Source: an optimization exercise on an open RTL-to-GDS flow (aim: small area). Production flows keep margins and buffers that such runs may drop. The RTL of this run was laid out without a check of its function. Power figures rest on the tool's default switching activity, not on a simulated workload.

[flow/config.mk]
export PLATFORM = sky130hd
export DESIGN_NAME = additive_layer_pixel_blend_unit
export DESIGN_NICKNAME = additive_layer_pixel_blend_unit
export VERILOG_FILES = /design/flow/design.v
export SDC_FILE = /design/flow/constraint.sdc
export NUM_CORES = 4
export LEC_CHECK = 0
export ABC_AREA = 1
export CAP_MARGIN = 20
export CORE_MARGIN = 2
export CORE_UTILIZATION = 40
export GPL_TIMING_DRIVEN = 0
export SLEW_MARGIN = 20
[flow/design.v]
`timescale 1ns / 1ps
package alpb_pkg;
  localparam int CHAN_W   = 8;
  localparam int CHAN_MAX = 255;
  localparam int PHYS_LAYERS = 4;
  localparam int CFG_INDEX_W = 3;
  localparam int CFG_DATA_W  = 24;
  localparam int COUNT_W     = 3;
  localparam logic [CFG_INDEX_W-1:0] REG_NUM_LAYERS   = 3'd0;
  localparam logic [CFG_INDEX_W-1:0] REG_LAYER0_COLOR = 3'd1;
  typedef struct packed {
    logic [CHAN_W-1:0] red;
    logic [CHAN_W-1:0] green;
    logic [CHAN_W-1:0] blue;
  } rgb_t;
  function automatic logic [CHAN_W-1:0] div255(input logic [2*CHAN_W-1:0] p);
    logic [2*CHAN_W:0] t;
    t = {1'b0, p} + {{(CHAN_W+1){1'b0}}, p[2*CHAN_W-1:CHAN_W]} + {{(2*CHAN_W){1'b0}}, 1'b1};
    div255 = t[2*CHAN_W-1:CHAN_W];
  endfunction
endpackage
`timescale 1ns / 1ps
module alpb_lane (
  input  logic [7:0] tint,
  input  logic [7:0] l1,     
  input  logic [9:0] l3,     
  output logic [7:0] hi,
  output logic       cy
);
  logic [3:0] s1, s2, s3;
  for (genvar i = 0; i < 4; i++) begin : g_sel
    assign s1[i] =  tint[2*i] & ~tint[2*i+1];
    assign s2[i] = ~tint[2*i] &  tint[2*i+1];
    assign s3[i] =  tint[2*i] &  tint[2*i+1];
  end
  wire pp0 = (s1[0] & l1[0]) | (s3[0] & l3[0]);
  wire pp1 = (s1[0] & l1[1]) | (s2[0] & l1[0]) | (s3[0] & l3[1]);
  wire pp2 = (s1[0] & l1[2]) | (s2[0] & l1[1]) | (s3[0] & l3[2]);
  wire pp3 = (s1[0] & l1[3]) | (s2[0] & l1[2]) | (s3[0] & l3[3]);
  wire pp4 = (s1[0] & l1[4]) | (s2[0] & l1[3]) | (s3[0] & l3[4]);
  wire pp5 = (s1[0] & l1[5]) | (s2[0] & l1[4]) | (s3[0] & l3[5]);
  wire pp6 = (s1[0] & l1[6]) | (s2[0] & l1[5]) | (s3[0] & l3[6]);
  wire pp7 = (s1[0] & l1[7]) | (s2[0] & l1[6]) | (s3[0] & l3[7]);
  wire pp8 = (s2[0] & l1[7]) | (s3[0] & l3[8]);
  wire pp9 = (s3[0] & l3[9]);
  wire pp10 = (s1[1] & l1[0]) | (s3[1] & l3[0]);
  wire pp11 = (s1[1] & l1[1]) | (s2[1] & l1[0]) | (s3[1] & l3[1]);
  wire pp12 = (s1[1] & l1[2]) | (s2[1] & l1[1]) | (s3[1] & l3[2]);
  wire pp13 = (s1[1] & l1[3]) | (s2[1] & l1[2]) | (s3[1] & l3[3]);
  wire pp14 = (s1[1] & l1[4]) | (s2[1] & l1[3]) | (s3[1] & l3[4]);
  wire pp15 = (s1[1] & l1[5]) | (s2[1] & l1[4]) | (s3[1] & l3[5]);
  wire pp16 = (s1[1] & l1[6]) | (s2[1] & l1[5]) | (s3[1] & l3[6]);
  wire pp17 = (s1[1] & l1[7]) | (s2[1] & l1[6]) | (s3[1] & l3[7]);
  wire pp18 = (s2[1] & l1[7]) | (s3[1] & l3[8]);
  wire pp19 = (s3[1] & l3[9]);
  wire pp20 = (s1[2] & l1[0]) | (s3[2] & l3[0]);
  wire pp21 = (s1[2] & l1[1]) | (s2[2] & l1[0]) | (s3[2] & l3[1]);
  wire pp22 = (s1[2] & l1[2]) | (s2[2] & l1[1]) | (s3[2] & l3[2]);
  wire pp23 = (s1[2] & l1[3]) | (s2[2] & l1[2]) | (s3[2] & l3[3]);
  wire pp24 = (s1[2] & l1[4]) | (s2[2] & l1[3]) | (s3[2] & l3[4]);
  wire pp25 = (s1[2] & l1[5]) | (s2[2] & l1[4]) | (s3[2] & l3[5]);
  wire pp26 = (s1[2] & l1[6]) | (s2[2] & l1[5]) | (s3[2] & l3[6]);
  wire pp27 = (s1[2] & l1[7]) | (s2[2] & l1[6]) | (s3[2] & l3[7]);
  wire pp28 = (s2[2] & l1[7]) | (s3[2] & l3[8]);
  wire pp29 = (s3[2] & l3[9]);
  wire pp30 = (s1[3] & l1[0]) | (s3[3] & l3[0]);
  wire pp31 = (s1[3] & l1[1]) | (s2[3] & l1[0]) | (s3[3] & l3[1]);
  wire pp32 = (s1[3] & l1[2]) | (s2[3] & l1[1]) | (s3[3] & l3[2]);
  wire pp33 = (s1[3] & l1[3]) | (s2[3] & l1[2]) | (s3[3] & l3[3]);
  wire pp34 = (s1[3] & l1[4]) | (s2[3] & l1[3]) | (s3[3] & l3[4]);
  wire pp35 = (s1[3] & l1[5]) | (s2[3] & l1[4]) | (s3[3] & l3[5]);
  wire pp36 = (s1[3] & l1[6]) | (s2[3] & l1[5]) | (s3[3] & l3[6]);
  wire pp37 = (s1[3] & l1[7]) | (s2[3] & l1[6]) | (s3[3] & l3[7]);
  wire pp38 = (s2[3] & l1[7]) | (s3[3] & l3[8]);
  wire pp39 = (s3[3] & l3[9]);
  wire s40 = ~(~pp6 ^ pp14);
  wire c41 = ~(~pp6 | ~pp14);
  wire s42 = ~(~pp7 ^ pp15 ^ pp23);
  wire c43 = ~((~pp7 & ~pp15) | (~pp7 & ~pp23) | (~pp15 & ~pp23));
  wire s44 = ~(~pp8 ^ pp16 ^ pp24);
  wire c45 = ~((~pp8 & ~pp16) | (~pp8 & ~pp24) | (~pp16 & ~pp24));
  wire s46 = ~(~pp9 ^ pp17 ^ pp25);
  wire c47 = ~((~pp9 & ~pp17) | (~pp9 & ~pp25) | (~pp17 & ~pp25));
  wire s48 = ~(~pp18 ^ pp26);
  wire c49 = ~(~pp18 | ~pp26);
  wire s50 = ~(~pp19 ^ pp27);
  wire c51 = ~(~pp19 | ~pp27);
  wire s52 = ~(~pp4 ^ pp12);
  wire c53 = ~(~pp4 | ~pp12);
  wire s54 = ~(~pp5 ^ pp13 ^ pp21);
  wire c55 = ~((~pp5 & ~pp13) | (~pp5 & ~pp21) | (~pp13 & ~pp21));
  wire s56 = ~(~pp22 ^ pp30 ^ s40);
  wire c57 = ~((~pp22 & ~pp30) | (~pp22 & ~s40) | (~pp30 & ~s40));
  wire s58 = ~(~pp31 ^ c41 ^ s42);
  wire c59 = ~((~pp31 & ~c41) | (~pp31 & ~s42) | (~c41 & ~s42));
  wire s60 = ~(~pp32 ^ c43 ^ s44);
  wire c61 = ~((~pp32 & ~c43) | (~pp32 & ~s44) | (~c43 & ~s44));
  wire s62 = ~(~pp33 ^ c45 ^ s46);
  wire c63 = ~((~pp33 & ~c45) | (~pp33 & ~s46) | (~c45 & ~s46));
  wire s64 = ~(~pp34 ^ c47 ^ s48);
  wire c65 = ~((~pp34 & ~c47) | (~pp34 & ~s48) | (~c47 & ~s48));
  wire s66 = ~(~pp35 ^ c49 ^ s50);
  wire c67 = ~((~pp35 & ~c49) | (~pp35 & ~s50) | (~c49 & ~s50));
  wire s68 = ~(~pp28 ^ pp36 ^ c51);
  wire c69 = ~((~pp28 & ~pp36) | (~pp28 & ~c51) | (~pp36 & ~c51));
  wire s70 = ~(~pp29 ^ pp37);
  wire c71 = ~(~pp29 | ~pp37);
  wire s72 = ~(~pp2 ^ pp10);
  wire c73 = ~(~pp2 | ~pp10);
  wire s74 = ~(~pp3 ^ pp11 ^ c73);
  wire c75 = ~((~pp3 & ~pp11) | (~pp3 & ~c73) | (~pp11 & ~c73));
  wire s76 = ~(~pp20 ^ s52 ^ c75);
  wire c77 = ~((~pp20 & ~s52) | (~pp20 & ~c75) | (~s52 & ~c75));
  wire s78 = ~(~c53 ^ s54 ^ c77);
  wire c79 = ~((~c53 & ~s54) | (~c53 & ~c77) | (~s54 & ~c77));
  wire s80 = ~(~c55 ^ s56);
  wire c81 = ~(~c55 | ~s56);
  wire s82 = ~(~c57 ^ s58);
  wire c83 = ~(~c57 | ~s58);
  wire s84 = ~(~c59 ^ s60);
  wire c85 = ~(~c59 | ~s60);
  wire s86 = ~(~c61 ^ s62);
  wire c87 = ~(~c61 | ~s62);
  wire s88 = ~(~c63 ^ s64);
  wire c89 = ~(~c63 | ~s64);
  wire s90 = ~(~c65 ^ s66);
  wire c91 = ~(~c65 | ~s66);
  wire s92 = ~(~c67 ^ s68);
  wire c93 = ~(~c67 | ~s68);
  wire s94 = ~(~c69 ^ s70);
  wire c95 = ~(~c69 | ~s70);
  wire s96 = ~(~pp38 ^ c71);
  wire c97 = ~(~pp38 | ~c71);
  wire g98 = c81 | (s80 & c79);
  wire g99 = c85 | (s84 & c83);
  wire p100 = s84 & s82;
  wire g101 = c89 | (s88 & c87);
  wire p102 = s88 & s86;
  wire g103 = c93 | (s92 & c91);
  wire p104 = s92 & s90;
  wire g105 = c97 | (s96 & c95);
  wire p106 = s96 & s94;
  wire g107 = g99 | (p100 & g98);
  wire g108 = g103 | (p104 & g101);
  wire p109 = p104 & p102;
  wire g110 = g108 | (p109 & g107);
  wire g111 = g101 | (p102 & g107);
  wire g112 = g105 | (p106 & g110);
  wire g113 = c83 | (s82 & g98);
  wire g114 = c87 | (s86 & g107);
  wire g115 = c91 | (s90 & g111);
  wire g116 = c95 | (s94 & g110);
  wire g117 = pp39 & g112;
  wire x118 = s80 ^ c79;
  wire x119 = s82 ^ g98;
  wire x120 = s84 ^ g113;
  wire x121 = s86 ^ g107;
  wire x122 = s88 ^ g114;
  wire x123 = s90 ^ g111;
  wire x124 = s92 ^ g115;
  wire x125 = s94 ^ g110;
  wire x126 = s96 ^ g116;
  wire x127 = pp39 ^ g112;
  wire q128 = x120 & pp0;
  wire q129 = x120 | pp0;
  wire q130 = x121 & pp1;
  wire q131 = x121 | pp1;
  wire q132 = x122 & s72;
  wire q133 = x122 | s72;
  wire q134 = x123 & s74;
  wire q135 = x123 | s74;
  wire q136 = x124 & s76;
  wire q137 = x124 | s76;
  wire q138 = x125 & s78;
  wire q139 = x125 | s78;
  wire q140 = x126 & x118;
  wire q141 = x126 | x118;
  wire q142 = x127 & x119;
  wire q143 = x127 | x119;
  wire q144 = q128 | q129;
  wire g145 = q130 | (q131 & q144);
  wire p146 = q131 & q129;
  wire g147 = q134 | (q135 & q132);
  wire p148 = q135 & q133;
  wire g149 = q138 | (q139 & q136);
  wire p150 = q139 & q137;
  wire g151 = q142 | (q143 & q140);
  wire p152 = q143 & q141;
  wire g153 = g147 | (p148 & g145);
  wire p154 = p148 & p146;
  wire g155 = g151 | (p152 & g149);
  wire p156 = p152 & p150;
  wire g157 = g155 | (p156 & g153);
  wire p158 = p156 & p154;
  wire g159 = g149 | (p150 & g153);
  wire p160 = p150 & p154;
  wire g161 = q132 | (q133 & g145);
  wire p162 = q133 & p146;
  wire g163 = q136 | (q137 & g153);
  wire p164 = q137 & p154;
  wire g165 = q140 | (q141 & g159);
  wire p166 = q141 & p160;
  assign hi = {x127, x126, x125, x124, x123, x122, x121, x120};
  assign cy = g157;
endmodule
module alpb_triple (
  input  logic [7:0] l,
  output logic [9:0] l3
);
  wire s0 = ~(~l[0] ^ l[1]);
  wire c1 = ~(~l[0] | ~l[1]);
  wire s2 = ~(~l[1] ^ l[2] ^ c1);
  wire c3 = ~((~l[1] & ~l[2]) | (~l[1] & ~c1) | (~l[2] & ~c1));
  wire s4 = ~(~l[2] ^ l[3] ^ c3);
  wire c5 = ~((~l[2] & ~l[3]) | (~l[2] & ~c3) | (~l[3] & ~c3));
  wire s6 = ~(~l[3] ^ l[4] ^ c5);
  wire c7 = ~((~l[3] & ~l[4]) | (~l[3] & ~c5) | (~l[4] & ~c5));
  wire s8 = ~(~l[4] ^ l[5] ^ c7);
  wire c9 = ~((~l[4] & ~l[5]) | (~l[4] & ~c7) | (~l[5] & ~c7));
  wire s10 = ~(~l[5] ^ l[6] ^ c9);
  wire c11 = ~((~l[5] & ~l[6]) | (~l[5] & ~c9) | (~l[6] & ~c9));
  wire s12 = ~(~l[6] ^ l[7] ^ c11);
  wire c13 = ~((~l[6] & ~l[7]) | (~l[6] & ~c11) | (~l[7] & ~c11));
  wire s14 = ~(~l[7] ^ c13);
  wire c15 = ~(~l[7] | ~c13);
  assign l3 = {c15, s14, s12, s10, s8, s6, s4, s2, s0, l[0]};
endmodule
`timescale 1ns / 1ps
module alpb_merge (
  input  logic [7:0]  bg,
  input  logic [7:0]  ps,     
  input  logic [7:0]  pc,     
  input  logic [31:0] hi,
  input  logic [3:0]  cy,
  output logic [7:0]  pix
);
  wire s0 = ~(~bg[0] ^ ps[0]);
  wire c1 = ~(~bg[0] | ~ps[0]);
  wire s2 = ~(~hi[24] ^ cy[0] ^ cy[1]);
  wire c3 = ~((~hi[24] & ~cy[0]) | (~hi[24] & ~cy[1]) | (~cy[0] & ~cy[1]));
  wire s4 = ~(~pc[0] ^ bg[1] ^ ps[1]);
  wire c5 = ~((~pc[0] & ~bg[1]) | (~pc[0] & ~ps[1]) | (~bg[1] & ~ps[1]));
  wire s6 = ~(~pc[1] ^ bg[2]);
  wire c7 = ~(~pc[1] | ~bg[2]);
  wire s8 = ~(~pc[2] ^ bg[3]);
  wire c9 = ~(~pc[2] | ~bg[3]);
  wire s10 = ~(~pc[3] ^ bg[4]);
  wire c11 = ~(~pc[3] | ~bg[4]);
  wire s12 = ~(~pc[4] ^ bg[5]);
  wire c13 = ~(~pc[4] | ~bg[5]);
  wire s14 = ~(~pc[5] ^ bg[6]);
  wire c15 = ~(~pc[5] | ~bg[6]);
  wire s16 = ~(~pc[6] ^ bg[7]);
  wire c17 = ~(~pc[6] | ~bg[7]);
  wire s18 = ~(~cy[2] ^ cy[3]);
  wire c19 = ~(~cy[2] | ~cy[3]);
  wire s20 = ~(~hi[25] ^ c1 ^ c3);
  wire c21 = ~((~hi[25] & ~c1) | (~hi[25] & ~c3) | (~c1 & ~c3));
  wire s22 = ~(~ps[2] ^ hi[26] ^ c5);
  wire c23 = ~((~ps[2] & ~hi[26]) | (~ps[2] & ~c5) | (~hi[26] & ~c5));
  wire s24 = ~(~ps[3] ^ hi[27] ^ c7);
  wire c25 = ~((~ps[3] & ~hi[27]) | (~ps[3] & ~c7) | (~hi[27] & ~c7));
  wire s26 = ~(~ps[4] ^ hi[28] ^ c9);
  wire c27 = ~((~ps[4] & ~hi[28]) | (~ps[4] & ~c9) | (~hi[28] & ~c9));
  wire s28 = ~(~ps[5] ^ hi[29] ^ c11);
  wire c29 = ~((~ps[5] & ~hi[29]) | (~ps[5] & ~c11) | (~hi[29] & ~c11));
  wire s30 = ~(~ps[6] ^ hi[30] ^ c13);
  wire c31 = ~((~ps[6] & ~hi[30]) | (~ps[6] & ~c13) | (~hi[30] & ~c13));
  wire s32 = ~(~ps[7] ^ hi[31] ^ c15);
  wire c33 = ~((~ps[7] & ~hi[31]) | (~ps[7] & ~c15) | (~hi[31] & ~c15));
  wire s34 = ~(~s0 ^ s2);
  wire c35 = ~(~s0 | ~s2);
  wire s36 = ~(~s4 ^ c19 ^ s20);
  wire c37 = ~((~s4 & ~c19) | (~s4 & ~s20) | (~c19 & ~s20));
  wire s38 = ~(~s6 ^ c21 ^ s22);
  wire c39 = ~((~s6 & ~c21) | (~s6 & ~s22) | (~c21 & ~s22));
  wire s40 = ~(~s8 ^ c23 ^ s24);
  wire c41 = ~((~s8 & ~c23) | (~s8 & ~s24) | (~c23 & ~s24));
  wire s42 = ~(~s10 ^ c25 ^ s26);
  wire c43 = ~((~s10 & ~c25) | (~s10 & ~s26) | (~c25 & ~s26));
  wire s44 = ~(~s12 ^ c27 ^ s28);
  wire c45 = ~((~s12 & ~c27) | (~s12 & ~s28) | (~c27 & ~s28));
  wire s46 = ~(~s14 ^ c29 ^ s30);
  wire c47 = ~((~s14 & ~c29) | (~s14 & ~s30) | (~c29 & ~s30));
  wire s48 = ~(~s16 ^ c31 ^ s32);
  wire c49 = ~((~s16 & ~c31) | (~s16 & ~s32) | (~c31 & ~s32));
  wire s50 = ~(~s18 ^ s34);
  wire c51 = ~(~s18 | ~s34);
  wire s52 = ~(~c35 ^ s36);
  wire c53 = ~(~c35 | ~s36);
  wire s54 = ~(~c37 ^ s38);
  wire c55 = ~(~c37 | ~s38);
  wire s56 = ~(~c39 ^ s40);
  wire c57 = ~(~c39 | ~s40);
  wire s58 = ~(~c41 ^ s42);
  wire c59 = ~(~c41 | ~s42);
  wire s60 = ~(~c43 ^ s44);
  wire c61 = ~(~c43 | ~s44);
  wire s62 = ~(~c45 ^ s46);
  wire c63 = ~(~c45 | ~s46);
  wire s64 = ~(~c47 ^ s48);
  wire c65 = ~(~c47 | ~s48);
  wire g66 = c53 | (s52 & c51);
  wire p67 = s52 & s50;
  wire g68 = c57 | (s56 & c55);
  wire p69 = s56 & s54;
  wire g70 = c61 | (s60 & c59);
  wire p71 = s60 & s58;
  wire g72 = c65 | (s64 & c63);
  wire p73 = s64 & s62;
  wire g74 = g68 | (p69 & g66);
  wire p75 = p69 & p67;
  wire g76 = g72 | (p73 & g70);
  wire p77 = p73 & p71;
  wire g78 = g76 | (p77 & g74);
  wire p79 = p77 & p75;
  wire g80 = g70 | (p71 & g74);
  wire p81 = p71 & p75;
  wire g82 = c55 | (s54 & g66);
  wire p83 = s54 & p67;
  wire g84 = c59 | (s58 & g74);
  wire p85 = s58 & p75;
  wire g86 = c63 | (s62 & g80);
  wire p87 = s62 & p81;
  wire x88 = s52 ^ c51;
  wire x89 = s54 ^ g66;
  wire x90 = s56 ^ g82;
  wire x91 = s58 ^ g74;
  wire x92 = s60 ^ g84;
  wire x93 = s62 ^ g80;
  wire x94 = s64 ^ g86;
  wire [7:0] low = {x94, x93, x92, x91, x90, x89, x88, s50};
  wire over = g78 | pc[7] | c17 | c33 | c49;
  assign pix = over ? 8'hff : low;
endmodule
module alpb_csa (
  input  logic [7:0] x,
  input  logic [7:0] y,
  input  logic [7:0] z,
  output logic [7:0] s,
  output logic [7:0] c
);
  wire s0 = ~(~x[0] ^ y[0] ^ z[0]);
  wire c1 = ~((~x[0] & ~y[0]) | (~x[0] & ~z[0]) | (~y[0] & ~z[0]));
  wire s2 = ~(~x[1] ^ y[1] ^ z[1]);
  wire c3 = ~((~x[1] & ~y[1]) | (~x[1] & ~z[1]) | (~y[1] & ~z[1]));
  wire s4 = ~(~x[2] ^ y[2] ^ z[2]);
  wire c5 = ~((~x[2] & ~y[2]) | (~x[2] & ~z[2]) | (~y[2] & ~z[2]));
  wire s6 = ~(~x[3] ^ y[3] ^ z[3]);
  wire c7 = ~((~x[3] & ~y[3]) | (~x[3] & ~z[3]) | (~y[3] & ~z[3]));
  wire s8 = ~(~x[4] ^ y[4] ^ z[4]);
  wire c9 = ~((~x[4] & ~y[4]) | (~x[4] & ~z[4]) | (~y[4] & ~z[4]));
  wire s10 = ~(~x[5] ^ y[5] ^ z[5]);
  wire c11 = ~((~x[5] & ~y[5]) | (~x[5] & ~z[5]) | (~y[5] & ~z[5]));
  wire s12 = ~(~x[6] ^ y[6] ^ z[6]);
  wire c13 = ~((~x[6] & ~y[6]) | (~x[6] & ~z[6]) | (~y[6] & ~z[6]));
  wire s14 = ~(~x[7] ^ y[7] ^ z[7]);
  wire c15 = ~((~x[7] & ~y[7]) | (~x[7] & ~z[7]) | (~y[7] & ~z[7]));
  assign s = {s14, s12, s10, s8, s6, s4, s2, s0};
  assign c = {c15, c13, c11, c9, c7, c5, c3, c1};
endmodule
`timescale 1ns / 1ps
module additive_layer_pixel_blend_unit #(
  parameter int MAX_LAYERS = 4
) (
  input  logic                               clk,
  input  logic                               rst,
  input  logic                               start,
  output logic                               busy,
  input  logic [7:0]                         bg_red,
  input  logic [7:0]                         bg_green,
  input  logic [7:0]                         bg_blue,
  input  logic [7:0]                         layer0_level,
  input  logic [7:0]                         layer1_level,
  input  logic [7:0]                         layer2_level,
  input  logic [7:0]                         layer3_level,
  output logic                               done,
  output logic [7:0]                         out_red,
  output logic [7:0]                         out_green,
  output logic [7:0]                         out_blue,
  input  logic                               cfg_valid,
  output logic                               cfg_ready,
  input  logic [alpb_pkg::CFG_INDEX_W-1:0]   cfg_index,
  input  logic [alpb_pkg::CFG_DATA_W-1:0]    cfg_data
);
  logic [3:0]       en_n;      
  logic [3:0]       tint_ok;   
  logic [23:0]      tint [4];
  logic [3:0][7:0]  lvl;
  logic [23:0]      bg;
  logic             vld;
  logic [3:0][23:0] hi;
  logic [3:0][2:0]  cy;
  logic [3:0][2:0]  cy_q;
  logic [23:0]      bg_q;
  logic             vld_q;
  logic [23:0]      pix;
  assign busy      = 1'b0;
  assign cfg_ready = 1'b1;
  always_ff @(posedge clk) begin
    if (rst) begin
      en_n    <= '0;
      tint_ok <= '0;
    end else if (cfg_valid) begin
      if (cfg_index == 3'd0) begin
        en_n[0] <= cfg_data[2:0] > 3'd0;
        en_n[1] <= cfg_data[2:0] > 3'd1;
        en_n[2] <= cfg_data[2:0] > 3'd2;
        en_n[3] <= cfg_data[2:0] > 3'd3;
      end
      for (int k = 0; k < 4; k++)
        if (cfg_index == 3'(k + 1)) tint_ok[k] <= 1'b1;
    end
  end
  for (genvar k = 0; k < 4; k++) begin : g_tint
    always_ff @(posedge clk) begin
      if (cfg_valid && cfg_index == 3'(k + 1)) tint[k] <= cfg_data;
    end
  end
  logic [3:0][9:0] l3_q;
  logic [3:0][7:0] lvl_raw, lvl_in;
  assign lvl_raw = {layer3_level, layer2_level, layer1_level, layer0_level};
  for (genvar k = 0; k < 4; k++) begin : g_triple
    logic [9:0] l3;
    assign lvl_in[k] = (en_n[k] & tint_ok[k]) ? lvl_raw[k] : 8'd0;
    alpb_triple u_triple (.l(lvl_in[k]), .l3(l3));
    always_ff @(posedge clk) l3_q[k] <= l3;
  end
  always_ff @(posedge clk) begin
    lvl <= lvl_in;
    bg  <= {bg_red, bg_green, bg_blue};
  end
  always_ff @(posedge clk) begin
    if (rst) vld <= 1'b0;
    else     vld <= start;
  end
  for (genvar k = 0; k < 4; k++) begin : g_layer
    logic [9:0] l3;
    assign l3 = l3_q[k];
    for (genvar c = 0; c < 3; c++) begin : g_ch
      alpb_lane u_lane (
        .tint (tint[k][8*c +: 8]),
        .l1   (lvl[k]),
        .l3   (l3),
        .hi   (hi[k][8*c +: 8]),
        .cy   (cy[k][c])
      );
    end
  end
  logic [2:0][7:0] ps, pc, ps_q, pc_q;
  logic [23:0]     hi3_q;
  for (genvar c = 0; c < 3; c++) begin : g_csa
    alpb_csa u_csa (.x(hi[0][8*c +: 8]), .y(hi[1][8*c +: 8]), .z(hi[2][8*c +: 8]),
                    .s(ps[c]), .c(pc[c]));
  end
  always_ff @(posedge clk) begin
    hi3_q   <= hi[3];
    cy_q    <= cy;
    ps_q    <= ps;
    pc_q    <= pc;
    bg_q    <= bg;
  end
  always_ff @(posedge clk) begin
    if (rst) vld_q <= 1'b0;
    else     vld_q <= vld;
  end
  for (genvar c = 0; c < 3; c++) begin : g_merge
    alpb_merge u_merge (
      .bg  (bg_q[8*c +: 8]),
      .ps  (ps_q[c]),
      .pc  (pc_q[c]),
      .hi  ({hi3_q[8*c +: 8], 24'd0}),
      .cy  ({cy_q[3][c], cy_q[2][c], cy_q[1][c], cy_q[0][c]}),
      .pix (pix[8*c +: 8])
    );
  end
  assign done      = vld_q;
  assign out_red   = pix[23:16];
  assign out_green = pix[15:8];
  assign out_blue  = pix[7:0];
endmodule
[flow/constraint.sdc]
create_clock -name core_clock -period 5.5 [get_ports {clk}]
set_input_delay 1.1000 -clock core_clock [delete_from_list [all_inputs] [get_ports {clk}]]
set_output_delay 1.1000 -clock core_clock [all_outputs]
set_load 0.01 [all_outputs]
[flow/flow/remap.ys.in]
read_liberty -lib @LIB@
read_liberty -ignore_miss_func @LIB@
read_verilog @IN@
hierarchy -top @TOP@
setattr -mod -set keep_hierarchy 1 sky130_fd_sc_hd__fa_* sky130_fd_sc_hd__ha_* sky130_fd_sc_hd__df* sky130_fd_sc_hd__edf* sky130_fd_sc_hd__sdf* sky130_fd_sc_hd__dl* sky130_fd_sc_hd__conb_1
flatten
opt_clean
select @TOP@
abc -liberty @LIB@ @DONTUSE@ -script @SCRIPT@
opt_clean -purge
select -clear
blackbox sky130_fd_sc_hd__fa_* sky130_fd_sc_hd__ha_* sky130_fd_sc_hd__df* sky130_fd_sc_hd__edf* sky130_fd_sc_hd__sdf* sky130_fd_sc_hd__dl* sky130_fd_sc_hd__conb_1
tee -o remap_stat.txt stat -liberty @LIB@ @TOP@
write_verilog -noattr -noexpr -nohex -nodec -selected @OUT@
[flow/flow/extra.mk]
BUFFER_PORTS_ARGS=-buffer_cell sky130_fd_sc_hd__buf_1
CTS_ARGS=-sink_clustering_enable -repair_clock_nets -dont_use_dummy_load -sink_clustering_size 30 -sink_clustering_max_diameter 100
[flow/flow/run.sh]
#!/bin/bash
# Own layout flow: the standard synthesis; then netlist passes that keep
# every register (cell, name and function) and change only the logic between
# them: faflip.py removes inverters around full adders (a full adder is
# self-dual), Yosys/ABC re-maps the remaining gates for area (full adders,
# half adders and registers are kept as they are), and faflip.py runs again;
# then the standard layout steps, with the port buffers given as buf_1.
# Each tool's output goes to a log file of its own in the work folder.
set -euo pipefail
cd "$(dirname "$0")/.."
R=orfs/results/${FLOW_PLATFORM}/additive_layer_pixel_blend_unit/base
LIB=${FLOW_HOME}/platforms/${FLOW_PLATFORM}/lib/sky130_fd_sc_hd__tt_025C_1v80.lib
YOSYS=${FLOW_HOME}/../tools/install/yosys/bin/yosys
EXTRA=()
if [[ -f flow/extra.mk ]]; then
  while IFS= read -r line; do [[ -n "$line" ]] && EXTRA+=("$line"); done < flow/extra.mk
fi
bash standard.sh "${EXTRA[@]}" synth > synth.log 2>&1
cp $R/1_2_yosys.v synth_netlist.v
python3 flow/faflip.py synth_netlist.v flip1.v > faflip1.log 2>&1
sed -e "s#@LIB@#$LIB#g" -e "s#@IN@#flip1.v#" -e "s#@OUT@#remap.v#" -e "s#@TOP@#${FLOW_TOP}#g" \
    -e "s#@SCRIPT@#flow/remap.abc#" -e "s#@DONTUSE@#$(cat flow/dontuse.txt)#" flow/remap.ys.in > remap.ys
$YOSYS -q -l remap.log remap.ys > remap.out 2>&1
python3 flow/faflip.py remap.v $R/1_2_yosys.v > faflip2.log 2>&1
rm -f $R/1_synth.odb $R/1_synth.sdc
bash standard.sh "${EXTRA[@]}" finish > layout.log 2>&1
[flow/flow/remap.abc]
strash
dch
amap
topo
stime -c
[flow/flow/faflip.py]
#!/usr/bin/env python3
"""Remove inverters around full adders in a flat sky130hd netlist.

A full adder is self-dual: complementing its three inputs complements both
outputs. For each fa cell this picks whether to use it in true or in
complemented form so that as few signals as possible need an inverter, then
rewires the netlist: inverter cells are dissolved (every load is connected to
the base signal in the polarity it needs) and one inverter is added for each
signal that some load needs complemented. Only combinational wiring changes;
every register keeps its cell, name and function.

usage: faflip.py IN.v OUT.v
"""
import re, sys, random

src = open(sys.argv[1]).read()
cell_re = re.compile(r'^(\s*)(sky130_fd_sc_hd__\w+)\s+(\S+)\s*\((.*?)\);\s*$', re.S | re.M)
pin_re = re.compile(r'\.(\w+)\s*\(\s*(.*?)\s*\)\s*(?:,|$)', re.S)

OUTS = {'X', 'Y', 'Q', 'Q_N', 'SUM', 'COUT', 'HI', 'LO'}

cells = []
for m in cell_re.finditer(src):
    typ, name, body = m.group(2), m.group(3), m.group(4)
    pins = [(p, n.strip()) for p, n in pin_re.findall(body)]
    cells.append(dict(typ=typ, name=name, pins=pins, span=m.span(), indent=m.group(1)))

# port names (bit-level nets of ports are pinned)
ports = set()
for m in re.finditer(r'^\s*(input|output|inout)\s+(\[[^\]]*\]\s*)?([^;]+);', src, re.M):
    for n in m.group(3).split(','):
        ports.add(n.strip())
def is_port(net):
    base = net.split('[')[0].strip()
    return base in ports
has_assign = re.search(r'^\s*assign\s', src, re.M) is not None
assign_nets = set()
for m in re.finditer(r'^\s*assign\s+(.*?)=(.*?);', src, re.M | re.S):
    for part in (m.group(1), m.group(2)):
        for tok in re.findall(r'(\\\S+|[A-Za-z_][\w$]*(?:\s*\[\d+\])?)', part):
            assign_nets.add(tok.strip())

def is_inv(c):
    t = c['typ']
    return re.match(r'sky130_fd_sc_hd__(clk)?inv_\d+$', t) is not None

driver = {}
for i, c in enumerate(cells):
    for p, n in c['pins']:
        if p in OUTS:
            driver[n] = (i, p)

# inverters that may be dissolved: output not a port / assign net
dissolve = set()
for i, c in enumerate(cells):
    if is_inv(c):
        y = dict(c['pins'])['Y']
        if not is_port(y) and y not in assign_nets:
            dissolve.add(i)

def lit(net):
    """(base net, parity) following dissolvable inverters."""
    par = 0
    seen = 0
    while net in driver and driver[net][0] in dissolve and seen < 100:
        c = cells[driver[net][0]]
        net = dict(c['pins'])['A']
        par ^= 1
        seen += 1
    return net, par

fa_idx = [i for i, c in enumerate(cells) if re.match(r'sky130_fd_sc_hd__fa_\d+$', c['typ'])]
fa_pos = {i: k for k, i in enumerate(fa_idx)}
flip = [0] * len(fa_idx)

# consumers: list of (base, parity, fa_k or -1) for every input pin of kept cells
consumers = []   # (cell index, pin, base, parity)
for i, c in enumerate(cells):
    if i in dissolve:
        continue
    for p, n in c['pins']:
        if p in OUTS:
            continue
        b, q = lit(n)
        consumers.append((i, p, b, q))

# physical inversion of a base net: 1 if driven by a flipped fa
def phi(b):
    d = driver.get(b)
    if d is None:
        return 0
    k = fa_pos.get(d[0])
    return flip[k] if k is not None else 0

by_base = {}
for ci, (i, p, b, q) in enumerate(consumers):
    by_base.setdefault(b, []).append(ci)

def need(ci):
    i, p, b, q = consumers[ci]
    k = fa_pos.get(i)
    f = flip[k] if k is not None else 0
    return q ^ f ^ phi(b)

def base_cost(b):
    return 1 if any(need(ci) for ci in by_base.get(b, ())) else 0

# bases touched by an fa: its input bases and its output nets
touch = []
for k, i in enumerate(fa_idx):
    bs = set()
    for p, n in cells[i]['pins']:
        if p in OUTS:
            bs.add(n)
        else:
            bs.add(lit(n)[0])
    touch.append(bs)

def total():
    return sum(base_cost(b) for b in by_base)

start_cost = total()
improved = True
rounds = 0
while improved and rounds < 50:
    improved = False
    rounds += 1
    for k in range(len(fa_idx)):
        before = sum(base_cost(b) for b in touch[k])
        flip[k] ^= 1
        after = sum(base_cost(b) for b in touch[k])
        if after < before:
            improved = True
        else:
            flip[k] ^= 1
end_cost = total()
sys.stderr.write(f'faflip: {len(fa_idx)} fa cells, {sum(flip)} flipped, {len(dissolve)} inverters dissolved, '
                 f'{start_cost} -> {end_cost} inverters\n')

# rewrite
newinv = {}
def inv_of(b):
    if b not in newinv:
        k = len(newinv)
        newinv[b] = (f'faflip_inv_{k}', f'faflip_n_{k}')
    return newinv[b][1]

conn = {}   # (cell, pin) -> net
for ci, (i, p, b, q) in enumerate(consumers):
    conn[(i, p)] = inv_of(b) if need(ci) else b

def fmt(n):
    return n + ' ' if n.startswith('\\') else n

out = []
pos = 0
for i, c in enumerate(cells):
    s, e = c['span']
    out.append(src[pos:s])
    pos = e
    if i in dissolve:
        continue
    pins = []
    for p, n in c['pins']:
        nn = conn.get((i, p), n)
        pins.append(f'{c["indent"]}    .{p}({fmt(nn)})')
    out.append(f'{c["indent"]}{c["typ"]} {c["name"]} (\n' + ',\n'.join(pins) + f'\n{c["indent"]});')
rest = src[pos:]
k = rest.rfind('endmodule')
add = []
for b, (iname, net) in newinv.items():
    add.append(f'  wire {net};\n')
for b, (iname, net) in newinv.items():
    add.append(f'  sky130_fd_sc_hd__inv_1 {iname} (\n    .A({fmt(b)}),\n    .Y({net})\n  );\n')
out.append(rest[:k] + ''.join(add) + rest[k:])
open(sys.argv[2], 'w').write(''.join(out))
[flow/flow/dontuse.txt]
-dont_use sky130_fd_sc_hd__lpflow_bleeder_1 -dont_use sky130_fd_sc_hd__lpflow_clkbufkapwr_1 -dont_use sky130_fd_sc_hd__lpflow_clkbufkapwr_16 -dont_use sky130_fd_sc_hd__lpflow_clkbufkapwr_2 -dont_use sky130_fd_sc_hd__lpflow_clkbufkapwr_4 -dont_use sky130_fd_sc_hd__lpflow_clkbufkapwr_8 -dont_use sky130_fd_sc_hd__lpflow_clkinvkapwr_1 -dont_use sky130_fd_sc_hd__lpflow_clkinvkapwr_16 -dont_use sky130_fd_sc_hd__lpflow_clkinvkapwr_2 -dont_use sky130_fd_sc_hd__lpflow_clkinvkapwr_4 -dont_use sky130_fd_sc_hd__lpflow_clkinvkapwr_8 -dont_use sky130_fd_sc_hd__lpflow_decapkapwr_12 -dont_use sky130_fd_sc_hd__lpflow_decapkapwr_3 -dont_use sky130_fd_sc_hd__lpflow_decapkapwr_4 -dont_use sky130_fd_sc_hd__lpflow_decapkapwr_6 -dont_use sky130_fd_sc_hd__lpflow_decapkapwr_8 -dont_use sky130_fd_sc_hd__lpflow_inputiso0n_1 -dont_use sky130_fd_sc_hd__lpflow_inputiso0p_1 -dont_use sky130_fd_sc_hd__lpflow_inputiso1n_1 -dont_use sky130_fd_sc_hd__lpflow_inputiso1p_1 -dont_use sky130_fd_sc_hd__lpflow_inputisolatch_1 -dont_use sky130_fd_sc_hd__lpflow_isobufsrc_1 -dont_use sky130_fd_sc_hd__lpflow_isobufsrc_16 -dont_use sky130_fd_sc_hd__lpflow_isobufsrc_2 -dont_use sky130_fd_sc_hd__lpflow_isobufsrc_4 -dont_use sky130_fd_sc_hd__lpflow_isobufsrc_8 -dont_use sky130_fd_sc_hd__lpflow_isobufsrckapwr_16 -dont_use sky130_fd_sc_hd__lpflow_lsbuf_lh_hl_isowell_tap_1 -dont_use sky130_fd_sc_hd__lpflow_lsbuf_lh_hl_isowell_tap_2 -dont_use sky130_fd_sc_hd__lpflow_lsbuf_lh_hl_isowell_tap_4 -dont_use sky130_fd_sc_hd__lpflow_lsbuf_lh_isowell_4 -dont_use sky130_fd_sc_hd__lpflow_lsbuf_lh_isowell_tap_1 -dont_use sky130_fd_sc_hd__lpflow_lsbuf_lh_isowell_tap_2 -dont_use sky130_fd_sc_hd__lpflow_lsbuf_lh_isowell_tap_4 -dont_use sky130_fd_sc_hd__probe_p_8 -dont_use sky130_fd_sc_hd__probec_p_8 
[flow/standard.sh]
#!/bin/bash
# synth_recipe.tcl (not shown) runs the flow's synth.tcl, then flattens the netlist and writes it again
# the make line also repeats each setting of config.mk as NAME=value (left out here)
make -C /OpenROAD-flow-scripts/flow DESIGN_CONFIG=/design/flow/config.mk WORK_HOME=/design/flow/orfs CLKGATE_MAP_FILE= SYNTH_SCRIPT=/design/flow/synth_recipe.tcl "${@:-finish}"
==> reports/qor.txt <==
Dpl hpwl: 68.25 mm
Setup slack after layout: 0.1574 ns
Power share of the combinational group: 0.073
GPL Wtd Cong: 0.9665
Iteration-0 DRC Markers: 2324
Commonest non-fill, non-tap cells in the layout: 445 x nor2_1, 306 x fa_1, 293 x inv_1
Clock network power share: 0.348
Final nets: 3701
Startpoint class of the critical path: flop
Filler cells: 6368
Initial core utilization: 0.4049
Buffers on Ports: 111
First-pass GRT wire length: 136.0 mm
Worst Path Arrival: 5.72 ns
Via density: 5.848
Detailed Routing Iterations Pass 1: 9
Per-instance average area after synthesis: 9.437 um2
Fmax achieved: 187.2 MHz
Mapped Cells: 2826
Worst-Skew Late Latency: 0.58 ns
Most common cell after layout, fill and taps aside: nor2_1
Post-route ant nets: 0
Total gr overflow: 0
Residual DRC: 0
Sequential Power Share: 0.578
Final Core Density: 0.4547
Layout area overhead: 12.30%
Headroom to the max-slew limit: 0.2689
Largest net degree at the start of global routing: 31
Sw Pwr: 1.028 mW
Pwr per Cell Area: 139.1 mW/mm2
YS warnings: 3
Slew Viols, Final: 0
Net Sw Frac: 0.2469
Layout cells sized above 1: 0.08312
I/O pin total: 114
Die area: 0.06875 mm2
Final Hold Fails: 0
Clk buf depth: 3
Tightest Pin Transition: 1.085 ns
Crit path kind: reg2reg
P_leak: 13.21 nW
Setup Viol. Count Final: 0
Setup Skew: 0.05992 ns
Via Count: 22940
HP Class: reg2reg
Post-CTS Hold Buffers: 0
Fin crit share: 0.9714
Wirelength per Cell: 23.00 um
CP required: 5.87 ns
WL final: 90.22 mm
Final min period: 5.343 ns
DP Worst Slack: -0.7616 ns
CTS Buf Count: 21
Internal power: 3.137 mW
R2R Setup Slk: 0.16 ns
Vias in the first global route: 22740
Antenna violations before repair: 5
GRT Total Usage: 0.2545
Die W: 262.2 um
Root Driver: clkbuf_16
DIE HEIGHT: 262.2 um
Setup TNS: 0 ns
Syn nets: 3469
CTS Sinks: 306
Core ar.: 0.06586 mm2
Max-Cap Viols: 0
Clk slew on worst S/H paths: 0.11 ns
Critical Path End Type: flop
H-tree lvl count: 1
Final total power: 4.165 mW
Outcome: complete, no violations
FP Rows: 94
Post-synth design cell area: 0.02667 mm2
CTS tree: yes
Worst VDD drop: 0.2206 mV
CP Max Fanout: 5
-- stage by stage --
step                hold WS [ns]  std cells  area (um2)
global route              0.3352       3920       29940
finish                    0.3283       3923       29950
CTS                       0.3278       3864       29290
global placement          0.3133       3801       28170
detailed placement        0.3128       3807       28290
floorplan                 0.3096       2826       26670
-- state kept, by name (all words and copies together), names as in the netlist, 4 cells and up --
name     count
bg_q        24
pc_q        24
cy_q        12
lvl         32
tint        96
en_n         4
l3_q        36
ps_q        24
bg          24
hi3_q       24
tint_ok      4
-- power by group through the flow --
stage          Combinational [mW]  Clock [mW]  Sequential [mW]
2_1_floorplan               0.159           0             2.44
3_3_place_gp                0.283           0             2.46
3_5_place_dp                0.295           0             2.46
4_1_cts                     0.298        1.51             2.41
5_1_grt                     0.336        1.56             2.41
6_report                    0.306        1.45             2.41
-- layer usage --
metal,up-vias,track usage,part of all wire
li1,10450,-,-
met1,11130,0.3453,0.42
met2,1153,0.4015,0.45
met3,206,0.04946,0.090
met4,0,0.09859,0.048
met5,-,0,0
-- critical path: stages (launching register included) --
cell and delay [ns]:
edfxtp_1 0.51, nand2_4 0.14, nor2_1 0.05, a21oi_1 0.12, o21ai_0 0.11, ha_1 0.22
fa_1 0.41, fa_1 0.40, fa_2 0.37, fa_2 0.36, fa_1 0.39, a21oi_1 0.41
o21ai_0 0.22, a221o_1 0.36, a222oi_1 0.24, nor3_1 0.08, a221o_1 0.27, a32o_1 0.27
nand2_1 0.07, a21oi_1 0.12
-- what timing repair did --
item                       CTS  global route
buffers inserted            30            49
gates resized for setup     65           108
gates cloned                 6             7
pin swaps                    4            29
setup endpoints to repair   24            42
-- final cells by class --
cell class	count	area, um2	share of cell area
well taps	864	1081	0.03609
flip-flops and latches	306	7099	0.2370
inverters	335	1385	0.04625
diodes	3	7.507	0.0002507
repair buffers	196	1134	0.03785
multi-input cells	2185	18630	0.6221
clock buffers	21	525.5	0.01755
repair inverters	13	87.58	0.002924
-- path summary, 6_finish.rpt --
path / end / cells past startpoint / startpoint
setup / recovery: cy_q[3]$_DFF_P_ / 19 / tint[1][0]$_DFFE_PP_
hold / removal: bg_q[9]$_DFF_P_ / 0 / bg[9]$_DFF_P_
setup reg to reg: cy_q[3]$_DFF_P_ / 19 / tint[1][0]$_DFFE_PP_
hold reg to reg: bg_q[9]$_DFF_P_ / 0 / bg[9]$_DFF_P_

[afterwards: timing with drivers on the ports]
In the flow no input, the clock included, has a driving cell. The finished layout below was timed again as built, in two steps. Step 1, drivers: a clkbuf_16 drives clk and a buf_2 each remaining input, both assumed. Step 2 moves the port delays by t, midway between the first and last clock arrival at a register: inputs arrive t later, outputs are due t later. That takes back most of the time a late clock gives input paths. a / b / c = no drivers / after step 1 / after step 2; a / b = the first two.
t, ns: 0.615
setup WS [ns]: 0.157 / 0.143 / 0.157
worst setup path at the end: register to register
worst slew at a driven data input, ns: 0.06
After both steps this run still meets setup and hold. The setup slack of this run moves by -0.014 ns with the drivers and by 0.000 ns with both steps.
